From an optimization exercise on the open Yosys and OpenROAD flow, aimed at small area, a short achievable clock period and few clock cycles; shortcuts taken in it are not production practice. Where RTL was checked, it was by simulation tests only, not by an equivalence proof against the original.

==> inputs of run D <==
// rast_top
module rast_top (
    input  logic        clk,
    input  logic        arst_n,
    input  logic        tri_valid,
    input  logic [47:0] tri_x,
    input  logic [47:0] tri_y,
    input  logic [23:0] tri_color,
    input  logic [15:0] screen_w,
    input  logic [15:0] screen_h,
    input  logic [1:0]  sub_sample,
    output logic        halt,
    output logic        hit_valid,
    output logic [15:0] hit_x,
    output logic [15:0] hit_y,
    output logic [23:0] hit_color
);
Settings: LEC_CHECK=0, ABC_CLOCK_PERIOD_IN_PS=3500, CAP_MARGIN=20, CORE_MARGIN=2, CORE_UTILIZATION=55, SETUP_SLACK_MARGIN=5, SLEW_MARGIN=20; clock period 9.0 ns.
run.sh (not shown) runs the stock make flow with config.mk's settings and CLKGATE_MAP_FILE= SYNTH_SCRIPT=/design/flow/synth_recipe.tcl, a recipe that flattens the netlist after the stock synthesis.
==> inputs of run Y, as changes to run D <==
--- a/flow/design.v
+++ b/flow/design.v
@@ -14,48 +14,36 @@
     input  logic [1:0]         sub_q,
     input  logic [12:0]        swm_q,
     input  logic [12:0]        shm_q,
     input  logic [13:0]        mask_m,
     output logic               halt,
     input  logic               w_accept,     
-    input  logic               w_idle,       
     output logic               s_ready,      
     output logic signed [28:0] e0_ld, e1_ld, e2_ld,
     output logic signed [14:0] a0_ld, a1_ld, a2_ld,
     output logic signed [14:0] b0_ld, b1_ld, b2_ld,
     output logic [12:0]        x_ld,
     output logic [12:0]        y_ld,
     output logic [12:0]        ym_ld,
     output logic [12:0]        wsamp_ld,     
     output logic [23:0]        col_ld
 );
-    localparam logic [2:0] ST_BOX = 3'd0, ST_DXY = 3'd1, ST_PRE = 3'd5, ST_MUL = 3'd2, ST_FIN = 3'd3, ST_DONE = 3'd4;
+    localparam logic [2:0] ST_BOX = 3'd0, ST_DXY = 3'd1, ST_MUL = 3'd2, ST_FIN = 3'd3, ST_DONE = 3'd4;
     logic        in_v;
     logic [2:0]  st;
     logic signed [14:0] vx0, vx1, vx2;     
     logic signed [14:0] vy0, vy1, vy2;
     logic [23:0] in_col;
     logic [12:0] bx, by;                   
     logic signed [13:0] bxm, bym;          
     logic [2:0]  kidx;                     
     logic signed [29:0] acc0, acc1, acc2;  
     logic [29:0] cac0, cac1, cac2;         
     logic        take, in_free;
-    logic halt_q;
-    assign halt    = halt_q;
-    logic [2:0]  gx_in, gy_in, gx_q, gy_q;
-    logic        cull_in;
-    always_comb begin
-        for (int i = 0; i < 3; i++) begin
-            gx_in[i] = signed'(tri_x[16*i +: 14] & mask_m) > signed'({1'b0, swm_q});
-            gy_in[i] = signed'(tri_y[16*i +: 14] & mask_m) > signed'({1'b0, shm_q});
-        end
-        cull_in = (tri_x[13] && tri_x[29] && tri_x[45]) || (tri_y[13] && tri_y[29] && tri_y[45]) ||
-                  (&gx_in) || (&gy_in);
-    end
-    assign take    = tri_valid && !halt_q;
+    assign halt    = in_v;
+    assign take    = tri_valid && !in_v;
     assign s_ready = in_v && (st == ST_DONE);
     logic signed [13:0] sx0, sx1, sx2, sy0, sy1, sy2, swm_s, shm_s;
     assign sx0 = vx0[13:0] & mask_m;
     assign sx1 = vx1[13:0] & mask_m;
     assign sx2 = vx2[13:0] & mask_m;
     assign sy0 = vy0[13:0] & mask_m;
@@ -64,18 +52,21 @@
     assign swm_s = {1'b0, swm_q};
     assign shm_s = {1'b0, shm_q};
     assign a0_ld = vy0 - vy1; assign b0_ld = vx1 - vx0;
     assign a1_ld = vy1 - vy2; assign b1_ld = vx2 - vx1;
     assign a2_ld = vy2 - vy0; assign b2_ld = vx0 - vx2;
     logic x01, x02, x12, y01, y02, y12;        
+    logic xg0, xg1, xg2, yg0, yg1, yg2;        
     assign x01 = !b0_ld[14];      
     assign x02 = b2_ld[14];       
     assign x12 = !b1_ld[14];      
     assign y01 = a0_ld[14];       
     assign y02 = !a2_ld[14];      
     assign y12 = a1_ld[14];       
+    assign xg0 = sx0 > swm_s; assign xg1 = sx1 > swm_s; assign xg2 = sx2 > swm_s;
+    assign yg0 = sy0 > shm_s; assign yg1 = sy1 > shm_s; assign yg2 = sy2 > shm_s;
     logic signed [13:0] xlo_s, xhi_s, ylo_s, yhi_s;
     always_comb begin
         if (x01 && x02)       xlo_s = sx0;
         else if (!x01 && x12) xlo_s = sx1;
         else                  xlo_s = sx2;
         if (!x01 && !x02)     xhi_s = sx0;
@@ -85,17 +76,19 @@
         else if (!y01 && y12) ylo_s = sy1;
         else                  ylo_s = sy2;
         if (!y01 && !y02)     yhi_s = sy0;
         else if (y01 && !y12) yhi_s = sy1;
         else                  yhi_s = sy2;
     end
-    logic        xneg, yneg, xover, yover;
+    logic        xneg, yneg, xover, yover, cull_box;
     assign xneg  = sx0[13] || sx1[13] || sx2[13];    
     assign yneg  = sy0[13] || sy1[13] || sy2[13];
-    assign xover = |gx_q;                            
-    assign yover = |gy_q;
+    assign xover = xg0 || xg1 || xg2;                
+    assign yover = yg0 || yg1 || yg2;
+    assign cull_box = (sx0[13] && sx1[13] && sx2[13]) || (sy0[13] && sy1[13] && sy2[13]) ||
+                      (xg0 && xg1 && xg2) || (yg0 && yg1 && yg2);
     function automatic logic [3:0] lop(input logic signed [14:0] v);
         logic [13:0] u;
         u = v[14] ? ~v[13:0] : v[13:0];
         lop = 4'd0;
         for (int i = 1; i < 14; i++) if (u[i]) lop = i[3:0];
     endfunction
@@ -143,14 +136,15 @@
     function automatic logic [2:0] digit(input logic signed [14:0] v, input logic [2:0] k);
         logic [16:0] p;
         p = {v[14], v, 1'b0};
         digit = p[2*k +: 3];
     endfunction
     logic [2:0] dg0, dg1, dg2;
-    logic [2:0] kdig;
-    assign kdig = (st == ST_PRE) ? kidx : kidx - 3'd1;
+    assign dg0 = digit(vx0, kidx);
+    assign dg1 = digit(vx1, kidx);
+    assign dg2 = digit(vx2, kidx);
     function automatic logic [17:0] booth(input logic [2:0] d, input logic signed [14:0] m, input logic neg);
         logic [16:0] mag;
         logic        sg;
         case (d)
             3'b001, 3'b010, 3'b101, 3'b110: mag = {{2{m[14]}}, m};
             3'b011, 3'b100:                 mag = {m[14], m, 1'b0};
@@ -182,35 +176,29 @@
         step4 = csa(t[59:30], t[29:0], sx17(pb[16:0]));
     endfunction
     logic [59:0] st0_n, st1_n, st2_n;
     assign st0_n = step4(acc0, cac0, pa0, pb0);
     assign st1_n = step4(acc1, cac1, pa1, pb1);
     assign st2_n = step4(acc2, cac2, pa2, pb2);
-    assign in_free = in_v && ((st == ST_DXY && bf_quick) ||
+    assign in_free = in_v && ((st == ST_BOX && cull_box) || (st == ST_DXY && bf_quick) ||
                               (st == ST_DONE && w_accept));
     always_ff @(posedge clk or negedge arst_n) begin
         if (!arst_n) begin
-            in_v   <= 1'b0;
-            st     <= ST_BOX;
-            halt_q <= 1'b0;
+            in_v <= 1'b0;
+            st   <= ST_BOX;
         end else begin
-            if (take)
-                halt_q <= !cull_in;
-            else if (in_free || (in_v && st == ST_FIN && w_idle))
-                halt_q <= 1'b0;
             if (take) begin
-                in_v <= !cull_in;
+                in_v <= 1'b1;
                 st   <= ST_BOX;
             end else if (in_free) begin
                 in_v <= 1'b0;
                 st   <= ST_BOX;
             end else if (in_v) begin
                 case (st)
                     ST_BOX:  st <= ST_DXY;
-                    ST_DXY:  st <= ST_PRE;
-                    ST_PRE:  st <= ST_MUL;
+                    ST_DXY:  st <= ST_MUL;
                     ST_MUL:  if (kidx == 3'd0) st <= ST_FIN;
                     ST_FIN:  st <= ST_DONE;
                     default: ;
                 endcase
             end
         end
@@ -221,37 +209,28 @@
             vx1 <= {tri_x[29],  tri_x[29:16]};
             vx2 <= {tri_x[45],  tri_x[45:32]};
             vy0 <= {tri_y[13],  tri_y[13:0]};
             vy1 <= {tri_y[29],  tri_y[29:16]};
             vy2 <= {tri_y[45],  tri_y[45:32]};
             in_col <= tri_color;
-            gx_q   <= gx_in;
-            gy_q   <= gy_in;
         end else if (in_v && st == ST_DXY) begin
             vx0 <= dx0; vx1 <= dx1; vx2 <= dx2;
             vy0 <= dy0; vy1 <= dy1; vy2 <= dy2;
         end
         if (in_v && st == ST_BOX) begin
             bx  <= xneg  ? 13'd0 : xlo_s[12:0];
             by  <= yneg  ? 13'd0 : ylo_s[12:0];
             bxm <= xover ? swm_s : xhi_s;
             bym <= yover ? shm_s : yhi_s;
         end
         if (in_v && st == ST_DXY) begin
             kidx <= kstart;
-        end else if (in_v && st == ST_PRE) begin
-            dg0  <= digit(vx0, kdig);
-            dg1  <= digit(vx1, kdig);
-            dg2  <= digit(vx2, kdig);
             acc0 <= '0; acc1 <= '0; acc2 <= '0;
             cac0 <= '0; cac1 <= '0; cac2 <= '0;
         end else if (in_v && st == ST_MUL) begin
-            kidx <= kdig;
-            dg0  <= digit(vx0, kdig);
-            dg1  <= digit(vx1, kdig);
-            dg2  <= digit(vx2, kdig);
+            kidx <= kidx - 3'd1;
             acc0 <= st0_n[59:30]; acc1 <= st1_n[59:30]; acc2 <= st2_n[59:30];
             cac0 <= st0_n[29:0];  cac1 <= st1_n[29:0];  cac2 <= st2_n[29:0];
         end else if (in_v && st == ST_FIN) begin
             acc0 <= acc0 + cac0; acc1 <= acc1 + cac1; acc2 <= acc2 + cac2;
         end
     end
@@ -296,13 +275,12 @@
     input  logic [12:0]        x_ld,
     input  logic [12:0]        y_ld,
     input  logic [12:0]        ym_ld,
     input  logic [12:0]        wsamp_ld,
     input  logic [23:0]        col_ld,
     output logic               w_accept,
-    output logic               w_idle,
     input  logic               sp_take,
     output logic               sp_v,
     output logic [12:0]        sp_f,
     output logic [12:0]        sp_l,
     output logic [12:0]        sp_y,
     output logic [23:0]        sp_col
@@ -316,39 +294,25 @@
     logic [23:0]   w_col;
     logic          stall, w_rowend, w_last, w_adv, w_load;
     logic [NS-1:0] m0, m1, m2, w_mask;
     logic          w_re, w_lc, w_yl;
     logic [CW-1:0] w_cn;
     logic [12:0]   w_yn;
-    assign w_cn     = w_c + (w_dir ? {CW{1'b1}} : {{(CW-1){1'b0}}, 1'b1});    
+    assign w_cn     = w_dir ? w_c - 1'b1 : w_c + 1'b1;
     assign w_yn     = w_y + step_s;
     assign w_rowend = w_re;
     assign w_last   = w_re && w_yl;
     assign w_adv    = w_v && !stall;
-    assign w_accept = !w_v || (w_last && !stall);    
+    assign w_accept = !stall && (!w_v || w_last);
     assign w_load   = s_ready && w_accept;
-    assign w_idle   = !w_v;
-    logic          w_re_n, w_dir_n;
-    always_comb begin
-        if (w_load) begin
-            w_re_n  = wsamp_ld[12:LNS] == '0;
-            w_dir_n = 1'b0;
-        end else if (w_rowend) begin
-            w_re_n  = w_cl == '0;
-            w_dir_n = !w_dir;
-        end else begin
-            w_re_n  = w_dir ? (w_cn == '0) : (w_cn == w_cl);
-            w_dir_n = w_dir;
-        end
-    end
     edge_unit #(.NS(NS)) u_e0 (.clk, .load(w_load), .e_ld(e0_ld), .a_ld(a0_ld), .b_ld(b0_ld),
-                               .adv(w_adv), .nrow(w_re_n), .ndir(w_dir_n), .mask(m0));
+                               .adv(w_adv), .rowstep(w_rowend), .dir(w_dir), .mask(m0));
     edge_unit #(.NS(NS)) u_e1 (.clk, .load(w_load), .e_ld(e1_ld), .a_ld(a1_ld), .b_ld(b1_ld),
-                               .adv(w_adv), .nrow(w_re_n), .ndir(w_dir_n), .mask(m1));
+                               .adv(w_adv), .rowstep(w_rowend), .dir(w_dir), .mask(m1));
     edge_unit #(.NS(NS)) u_e2 (.clk, .load(w_load), .e_ld(e2_ld), .a_ld(a2_ld), .b_ld(b2_ld),
-                               .adv(w_adv), .nrow(w_re_n), .ndir(w_dir_n), .mask(m2));
+                               .adv(w_adv), .rowstep(w_rowend), .dir(w_dir), .mask(m2));
     always_comb begin
         w_mask = m0 & m1 & m2;
         for (int k = 0; k < NS; k++)
             if (w_lc && k > w_wl) w_mask[k] = 1'b0;
     end
     always_ff @(posedge clk or negedge arst_n) begin
@@ -360,31 +324,31 @@
         if (w_load) begin
             w_xc  <= x_ld;
             w_y   <= y_ld;
             w_ymp <= ym_ld - step_s;
             w_c   <= '0;
             w_cl  <= wsamp_ld[12:LNS];
-            w_re  <= w_re_n;
+            w_re  <= wsamp_ld[12:LNS] == '0;
             w_lc  <= wsamp_ld[12:LNS] == '0;
             w_yl  <= y_ld == ym_ld;
             w_wl  <= wsamp_ld[LNS-1:0];
             w_dir <= 1'b0;
             w_rf  <= 1'b1;
             w_col <= col_ld;
         end else if (w_adv) begin
             if (w_rowend) begin
                 w_y   <= w_yn;
                 w_yl  <= w_y == w_ymp;
-                w_dir <= w_dir_n;
+                w_dir <= !w_dir;
                 w_rf  <= 1'b1;
-                w_re  <= w_re_n;
+                w_re  <= w_cl == '0;
             end else begin
-                w_xc <= w_xc + (w_dir ? (~step_ns + 13'd1) : step_ns);
+                w_xc <= w_dir ? w_xc - step_ns : w_xc + step_ns;
                 w_c  <= w_cn;
                 w_rf <= 1'b0;
-                w_re <= w_re_n;
+                w_re <= w_dir ? (w_cn == '0) : (w_cn == w_cl);
                 w_lc <= w_cn == w_cl;
             end
         end
     end
     logic          p_v, p_dir, p_rf, p_rl, p_has;
     logic [NS-1:0] p_mask;
@@ -471,46 +435,30 @@
     input  logic               clk,
     input  logic               load,
     input  logic signed [28:0] e_ld,
     input  logic signed [14:0] a_ld,
     input  logic signed [14:0] b_ld,
     input  logic               adv,       
-    input  logic               nrow,      
-    input  logic               ndir,      
+    input  logic               rowstep,   
+    input  logic               dir,       
     output logic [NS-1:0]      mask
 );
     localparam int LNS = rast_pkg::CHUNK_LOG;
     localparam int KW  = 15 + LNS;        
     localparam int EW  = KW;              
     logic signed [28:0] e;
     logic signed [14:0] a, b;
-    logic [16:0] op, op_n;
-    logic        cin;
-    logic [28:0] e_n;
-    logic signed [14:0] a_s, b_s;
-    assign a_s = load ? a_ld : a;
-    assign b_s = load ? b_ld : b;
-    always_comb begin
-        if (nrow)      op_n = {{2{b_s[14]}}, b_s};
-        else if (ndir) op_n = ~{{(2-LNS){a_s[14]}}, a_s, {LNS{1'b0}}};
-        else           op_n = {{(2-LNS){a_s[14]}}, a_s, {LNS{1'b0}}};
-    end
-    assign e_n = e + {{12{op[16]}}, op} + {28'd0, cin};
-    always_ff @(posedge clk) begin
-        if (load || adv) begin
-            op  <= op_n;
-            cin <= !nrow && ndir;
-        end
-    end
     always_ff @(posedge clk) begin
         if (load) begin
             e <= e_ld;
             a <= a_ld;
             b <= b_ld;
         end else if (adv) begin
-            e <= e_n;
+            if (rowstep)  e <= e + {{14{b[14]}}, b};
+            else if (dir) e <= e - {{(14-LNS){a[14]}}, a, {LNS{1'b0}}};
+            else          e <= e + {{(14-LNS){a[14]}}, a, {LNS{1'b0}}};
         end
     end
     function automatic logic signed [KW-1:0] kmul(input logic signed [14:0] v, input int kk);
         logic signed [KW-1:0] v1;
         v1 = {{(KW-15){v[14]}}, v};
         case (kk)
@@ -579,30 +527,30 @@
             2'd1:    begin step_s = 13'd8;  mask_m = 14'h3ff8; end
             2'd2:    begin step_s = 13'd4;  mask_m = 14'h3ffc; end
             default: begin step_s = 13'd2;  mask_m = 14'h3ffe; end
         endcase
         step_ns = step_s << rast_pkg::CHUNK_LOG;
     end
-    logic               s_ready, w_accept, w_idle;
+    logic               s_ready, w_accept;
     logic signed [28:0] e0_ld, e1_ld, e2_ld;
     logic signed [14:0] a0_ld, a1_ld, a2_ld, b0_ld, b1_ld, b2_ld;
     logic [12:0]        x_ld, y_ld, ym_ld, wsamp_ld;
     logic [23:0]        col_ld;
     bbox_setup u_setup (
         .clk, .arst_n, .tri_valid, .tri_x, .tri_y, .tri_color,
-        .sub_q, .swm_q, .shm_q, .mask_m, .halt, .w_accept, .w_idle, .s_ready,
+        .sub_q, .swm_q, .shm_q, .mask_m, .halt, .w_accept, .s_ready,
         .e0_ld, .e1_ld, .e2_ld, .a0_ld, .a1_ld, .a2_ld, .b0_ld, .b1_ld, .b2_ld,
         .x_ld, .y_ld, .ym_ld, .wsamp_ld, .col_ld
     );
     logic        sp_take, sp_v;
     logic [12:0] sp_f, sp_l, sp_y;
     logic [23:0] sp_col;
     sample_iterator #(.NS(NS)) u_iter (
         .clk, .arst_n, .sub_q, .step_s, .step_ns, .s_ready,
         .e0_ld, .e1_ld, .e2_ld, .a0_ld, .a1_ld, .a2_ld, .b0_ld, .b1_ld, .b2_ld,
-        .x_ld, .y_ld, .ym_ld, .wsamp_ld, .col_ld, .w_accept, .w_idle,
+        .x_ld, .y_ld, .ym_ld, .wsamp_ld, .col_ld, .w_accept,
         .sp_take, .sp_v, .sp_f, .sp_l, .sp_y, .sp_col
     );
     logic        em_v, em_last;
     logic [12:0] em_x, em_n, em_y, sp_len, sp_n;
     logic [23:0] em_col;
     assign sp_len = sp_l - sp_f;
--- a/flow/config.mk
+++ b/flow/config.mk
@@ -5,9 +5,9 @@
 export SDC_FILE = /design/flow/constraint.sdc
 export NUM_CORES = 4
 export LEC_CHECK = 0
 export ABC_CLOCK_PERIOD_IN_PS = 3500
 export CAP_MARGIN = 20
 export CORE_MARGIN = 2
-export CORE_UTILIZATION = 55
+export CORE_UTILIZATION = 40
 export SETUP_SLACK_MARGIN = 5
 export SLEW_MARGIN = 20
==> inputs of run P, as changes to run D <==
--- a/flow/design.v
+++ b/flow/design.v
@@ -25,13 +25,13 @@
     output logic [12:0]        x_ld,
     output logic [12:0]        y_ld,
     output logic [12:0]        ym_ld,
     output logic [12:0]        wsamp_ld,     
     output logic [23:0]        col_ld
 );
-    localparam logic [2:0] ST_BOX = 3'd0, ST_DXY = 3'd1, ST_PRE = 3'd5, ST_MUL = 3'd2, ST_FIN = 3'd3, ST_DONE = 3'd4;
+    localparam logic [2:0] ST_BOX = 3'd0, ST_DXY = 3'd1, ST_MUL = 3'd2, ST_FIN = 3'd3, ST_DONE = 3'd4;
     logic        in_v;
     logic [2:0]  st;
     logic signed [14:0] vx0, vx1, vx2;     
     logic signed [14:0] vy0, vy1, vy2;
     logic [23:0] in_col;
     logic [12:0] bx, by;                   
@@ -143,14 +143,15 @@
     function automatic logic [2:0] digit(input logic signed [14:0] v, input logic [2:0] k);
         logic [16:0] p;
         p = {v[14], v, 1'b0};
         digit = p[2*k +: 3];
     endfunction
     logic [2:0] dg0, dg1, dg2;
-    logic [2:0] kdig;
-    assign kdig = (st == ST_PRE) ? kidx : kidx - 3'd1;
+    assign dg0 = digit(vx0, kidx);
+    assign dg1 = digit(vx1, kidx);
+    assign dg2 = digit(vx2, kidx);
     function automatic logic [17:0] booth(input logic [2:0] d, input logic signed [14:0] m, input logic neg);
         logic [16:0] mag;
         logic        sg;
         case (d)
             3'b001, 3'b010, 3'b101, 3'b110: mag = {{2{m[14]}}, m};
             3'b011, 3'b100:                 mag = {m[14], m, 1'b0};
@@ -203,14 +204,13 @@
             end else if (in_free) begin
                 in_v <= 1'b0;
                 st   <= ST_BOX;
             end else if (in_v) begin
                 case (st)
                     ST_BOX:  st <= ST_DXY;
-                    ST_DXY:  st <= ST_PRE;
-                    ST_PRE:  st <= ST_MUL;
+                    ST_DXY:  st <= ST_MUL;
                     ST_MUL:  if (kidx == 3'd0) st <= ST_FIN;
                     ST_FIN:  st <= ST_DONE;
                     default: ;
                 endcase
             end
         end
@@ -235,23 +235,16 @@
             by  <= yneg  ? 13'd0 : ylo_s[12:0];
             bxm <= xover ? swm_s : xhi_s;
             bym <= yover ? shm_s : yhi_s;
         end
         if (in_v && st == ST_DXY) begin
             kidx <= kstart;
-        end else if (in_v && st == ST_PRE) begin
-            dg0  <= digit(vx0, kdig);
-            dg1  <= digit(vx1, kdig);
-            dg2  <= digit(vx2, kdig);
             acc0 <= '0; acc1 <= '0; acc2 <= '0;
             cac0 <= '0; cac1 <= '0; cac2 <= '0;
         end else if (in_v && st == ST_MUL) begin
-            kidx <= kdig;
-            dg0  <= digit(vx0, kdig);
-            dg1  <= digit(vx1, kdig);
-            dg2  <= digit(vx2, kdig);
+            kidx <= kidx - 3'd1;
             acc0 <= st0_n[59:30]; acc1 <= st1_n[59:30]; acc2 <= st2_n[59:30];
             cac0 <= st0_n[29:0];  cac1 <= st1_n[29:0];  cac2 <= st2_n[29:0];
         end else if (in_v && st == ST_FIN) begin
             acc0 <= acc0 + cac0; acc1 <= acc1 + cac1; acc2 <= acc2 + cac2;
         end
     end
@@ -324,31 +317,18 @@
     assign w_rowend = w_re;
     assign w_last   = w_re && w_yl;
     assign w_adv    = w_v && !stall;
     assign w_accept = !w_v || (w_last && !stall);    
     assign w_load   = s_ready && w_accept;
     assign w_idle   = !w_v;
-    logic          w_re_n, w_dir_n;
-    always_comb begin
-        if (w_load) begin
-            w_re_n  = wsamp_ld[12:LNS] == '0;
-            w_dir_n = 1'b0;
-        end else if (w_rowend) begin
-            w_re_n  = w_cl == '0;
-            w_dir_n = !w_dir;
-        end else begin
-            w_re_n  = w_dir ? (w_cn == '0) : (w_cn == w_cl);
-            w_dir_n = w_dir;
-        end
-    end
     edge_unit #(.NS(NS)) u_e0 (.clk, .load(w_load), .e_ld(e0_ld), .a_ld(a0_ld), .b_ld(b0_ld),
-                               .adv(w_adv), .nrow(w_re_n), .ndir(w_dir_n), .mask(m0));
+                               .adv(w_adv), .rowstep(w_rowend), .dir(w_dir), .mask(m0));
     edge_unit #(.NS(NS)) u_e1 (.clk, .load(w_load), .e_ld(e1_ld), .a_ld(a1_ld), .b_ld(b1_ld),
-                               .adv(w_adv), .nrow(w_re_n), .ndir(w_dir_n), .mask(m1));
+                               .adv(w_adv), .rowstep(w_rowend), .dir(w_dir), .mask(m1));
     edge_unit #(.NS(NS)) u_e2 (.clk, .load(w_load), .e_ld(e2_ld), .a_ld(a2_ld), .b_ld(b2_ld),
-                               .adv(w_adv), .nrow(w_re_n), .ndir(w_dir_n), .mask(m2));
+                               .adv(w_adv), .rowstep(w_rowend), .dir(w_dir), .mask(m2));
     always_comb begin
         w_mask = m0 & m1 & m2;
         for (int k = 0; k < NS; k++)
             if (w_lc && k > w_wl) w_mask[k] = 1'b0;
     end
     always_ff @(posedge clk or negedge arst_n) begin
@@ -360,31 +340,31 @@
         if (w_load) begin
             w_xc  <= x_ld;
             w_y   <= y_ld;
             w_ymp <= ym_ld - step_s;
             w_c   <= '0;
             w_cl  <= wsamp_ld[12:LNS];
-            w_re  <= w_re_n;
+            w_re  <= wsamp_ld[12:LNS] == '0;
             w_lc  <= wsamp_ld[12:LNS] == '0;
             w_yl  <= y_ld == ym_ld;
             w_wl  <= wsamp_ld[LNS-1:0];
             w_dir <= 1'b0;
             w_rf  <= 1'b1;
             w_col <= col_ld;
         end else if (w_adv) begin
             if (w_rowend) begin
                 w_y   <= w_yn;
                 w_yl  <= w_y == w_ymp;
-                w_dir <= w_dir_n;
+                w_dir <= !w_dir;
                 w_rf  <= 1'b1;
-                w_re  <= w_re_n;
+                w_re  <= w_cl == '0;
             end else begin
                 w_xc <= w_xc + (w_dir ? (~step_ns + 13'd1) : step_ns);
                 w_c  <= w_cn;
                 w_rf <= 1'b0;
-                w_re <= w_re_n;
+                w_re <= w_dir ? (w_cn == '0) : (w_cn == w_cl);
                 w_lc <= w_cn == w_cl;
             end
         end
     end
     logic          p_v, p_dir, p_rf, p_rl, p_has;
     logic [NS-1:0] p_mask;
@@ -471,38 +451,29 @@
     input  logic               clk,
     input  logic               load,
     input  logic signed [28:0] e_ld,
     input  logic signed [14:0] a_ld,
     input  logic signed [14:0] b_ld,
     input  logic               adv,       
-    input  logic               nrow,      
-    input  logic               ndir,      
+    input  logic               rowstep,   
+    input  logic               dir,       
     output logic [NS-1:0]      mask
 );
     localparam int LNS = rast_pkg::CHUNK_LOG;
     localparam int KW  = 15 + LNS;        
     localparam int EW  = KW;              
     logic signed [28:0] e;
     logic signed [14:0] a, b;
-    logic [16:0] op, op_n;
+    logic [16:0] opx;
     logic        cin;
     logic [28:0] e_n;
-    logic signed [14:0] a_s, b_s;
-    assign a_s = load ? a_ld : a;
-    assign b_s = load ? b_ld : b;
     always_comb begin
-        if (nrow)      op_n = {{2{b_s[14]}}, b_s};
-        else if (ndir) op_n = ~{{(2-LNS){a_s[14]}}, a_s, {LNS{1'b0}}};
-        else           op_n = {{(2-LNS){a_s[14]}}, a_s, {LNS{1'b0}}};
-    end
-    assign e_n = e + {{12{op[16]}}, op} + {28'd0, cin};
-    always_ff @(posedge clk) begin
-        if (load || adv) begin
-            op  <= op_n;
-            cin <= !nrow && ndir;
-        end
+        if (rowstep)  begin opx = {{2{b[14]}}, b};                      cin = 1'b0; end
+        else if (dir) begin opx = ~{{(2-LNS){a[14]}}, a, {LNS{1'b0}}}; cin = 1'b1; end
+        else          begin opx = {{(2-LNS){a[14]}}, a, {LNS{1'b0}}};  cin = 1'b0; end
+        e_n = e + {{12{opx[16]}}, opx} + {28'd0, cin};
     end
     always_ff @(posedge clk) begin
         if (load) begin
             e <= e_ld;
             a <= a_ld;
             b <= b_ld;
--- a/flow/config.mk
+++ b/flow/config.mk
@@ -5,9 +5,9 @@
 export SDC_FILE = /design/flow/constraint.sdc
 export NUM_CORES = 4
 export LEC_CHECK = 0
 export ABC_CLOCK_PERIOD_IN_PS = 3500
 export CAP_MARGIN = 20
 export CORE_MARGIN = 2
-export CORE_UTILIZATION = 55
+export CORE_UTILIZATION = 40
 export SETUP_SLACK_MARGIN = 5
 export SLEW_MARGIN = 20
==> inputs of run C, as changes to run D <==
--- a/flow/design.v
+++ b/flow/design.v
@@ -262,22 +262,25 @@
             2'd0:    begin e0_ld = {{3{acc0[29]}}, acc0[29:4]}; e1_ld = {{3{ef1[29]}}, ef1[29:4]}; e2_ld = {{3{acc2[29]}}, acc2[29:4]}; end
             2'd1:    begin e0_ld = {{2{acc0[29]}}, acc0[29:3]}; e1_ld = {{2{ef1[29]}}, ef1[29:3]}; e2_ld = {{2{acc2[29]}}, acc2[29:3]}; end
             2'd2:    begin e0_ld = {{1{acc0[29]}}, acc0[29:2]}; e1_ld = {{1{ef1[29]}}, ef1[29:2]}; e2_ld = {{1{acc2[29]}}, acc2[29:2]}; end
             default: begin e0_ld = acc0[29:1]; e1_ld = ef1[29:1]; e2_ld = acc2[29:1]; end
         endcase
     end
-    logic [12:0] wbox;
+    logic [12:0] wbox, wsamp_q;
     assign wbox = bxm[12:0] - bx;
-    always_comb begin
-        case (sub_q)
-            2'd0:    wsamp_ld = {4'd0, wbox[12:4]};
-            2'd1:    wsamp_ld = {3'd0, wbox[12:3]};
-            2'd2:    wsamp_ld = {2'd0, wbox[12:2]};
-            default: wsamp_ld = {1'd0, wbox[12:1]};
-        endcase
+    always_ff @(posedge clk) begin
+        if (in_v && st == ST_DXY) begin
+            case (sub_q)
+                2'd0:    wsamp_q <= {4'd0, wbox[12:4]};
+                2'd1:    wsamp_q <= {3'd0, wbox[12:3]};
+                2'd2:    wsamp_q <= {2'd0, wbox[12:2]};
+                default: wsamp_q <= {1'd0, wbox[12:1]};
+            endcase
+        end
     end
+    assign wsamp_ld = wsamp_q;
     assign x_ld   = bx;
     assign y_ld   = by;
     assign ym_ld  = bym[12:0];
     assign col_ld = in_col;
 endmodule
 `timescale 1ns/10ps
==> summary of the runs <==
Against run Y, the routed wire length of run D is smaller by about 10%.
Final cell count: run C < run D < run P < run Y.
The lowest sequential share of layout area belongs to run Y, the highest to run C.
Against run P, the non-clock buffer count of run D is lower by 113.
Testbench counts of run Y, summed over its fixed seeds: cycles 19,154.
Testbench counts of run P, summed over its fixed seeds: cycles 18,253.
Testbench counts of run C, summed over its fixed seeds: cycles 18,444.
No functional check of the RTL was part of run D.

## afterwards: timing with drivers on the ports
How much do the figures lean on ideal ports? The routed layouts below were timed once more, with nothing changed but the port constraints. Step 1 sets driving cells, clkbuf_16 on the clock port and buf_2 on the other inputs (assumed; they add their load-dependent delay and slew). Step 2 adds t to the input delays and takes it off the output delays; t is the mean of the earliest and latest rising clock arrival at the registers after step 1. Input paths then give back, and output paths get back, about the clock's delay inside the block. Three values: ideal, step 1, step 2; two values: the first two.
run | shift t [ns] | slack for setup (ns) | hold slack, ns | clock arrival spread, ns
run D | 0.834 | 5.001 / 5.001 / 4.365 | 0.390 / 0.390 / 0.390 | 0.058 / 0.058
run Y | 0.860 | 4.840 / 4.840 / 4.387 | 0.411 / 0.411 / 0.411 | 0.057 / 0.056
run P | 0.842 | 4.612 / 4.612 / 4.303 | 0.379 / 0.379 / 0.379 | 0.103 / 0.102
run C | 0.832 | 5.007 / 5.007 / 4.389 | 0.387 / 0.387 / 0.387 | 0.082 / 0.082
After both steps every run listed still meets setup and hold. For run D, which loses most, drivers alone change the setup slack by 0.000 ns; drivers and shift together by -0.636 ns.
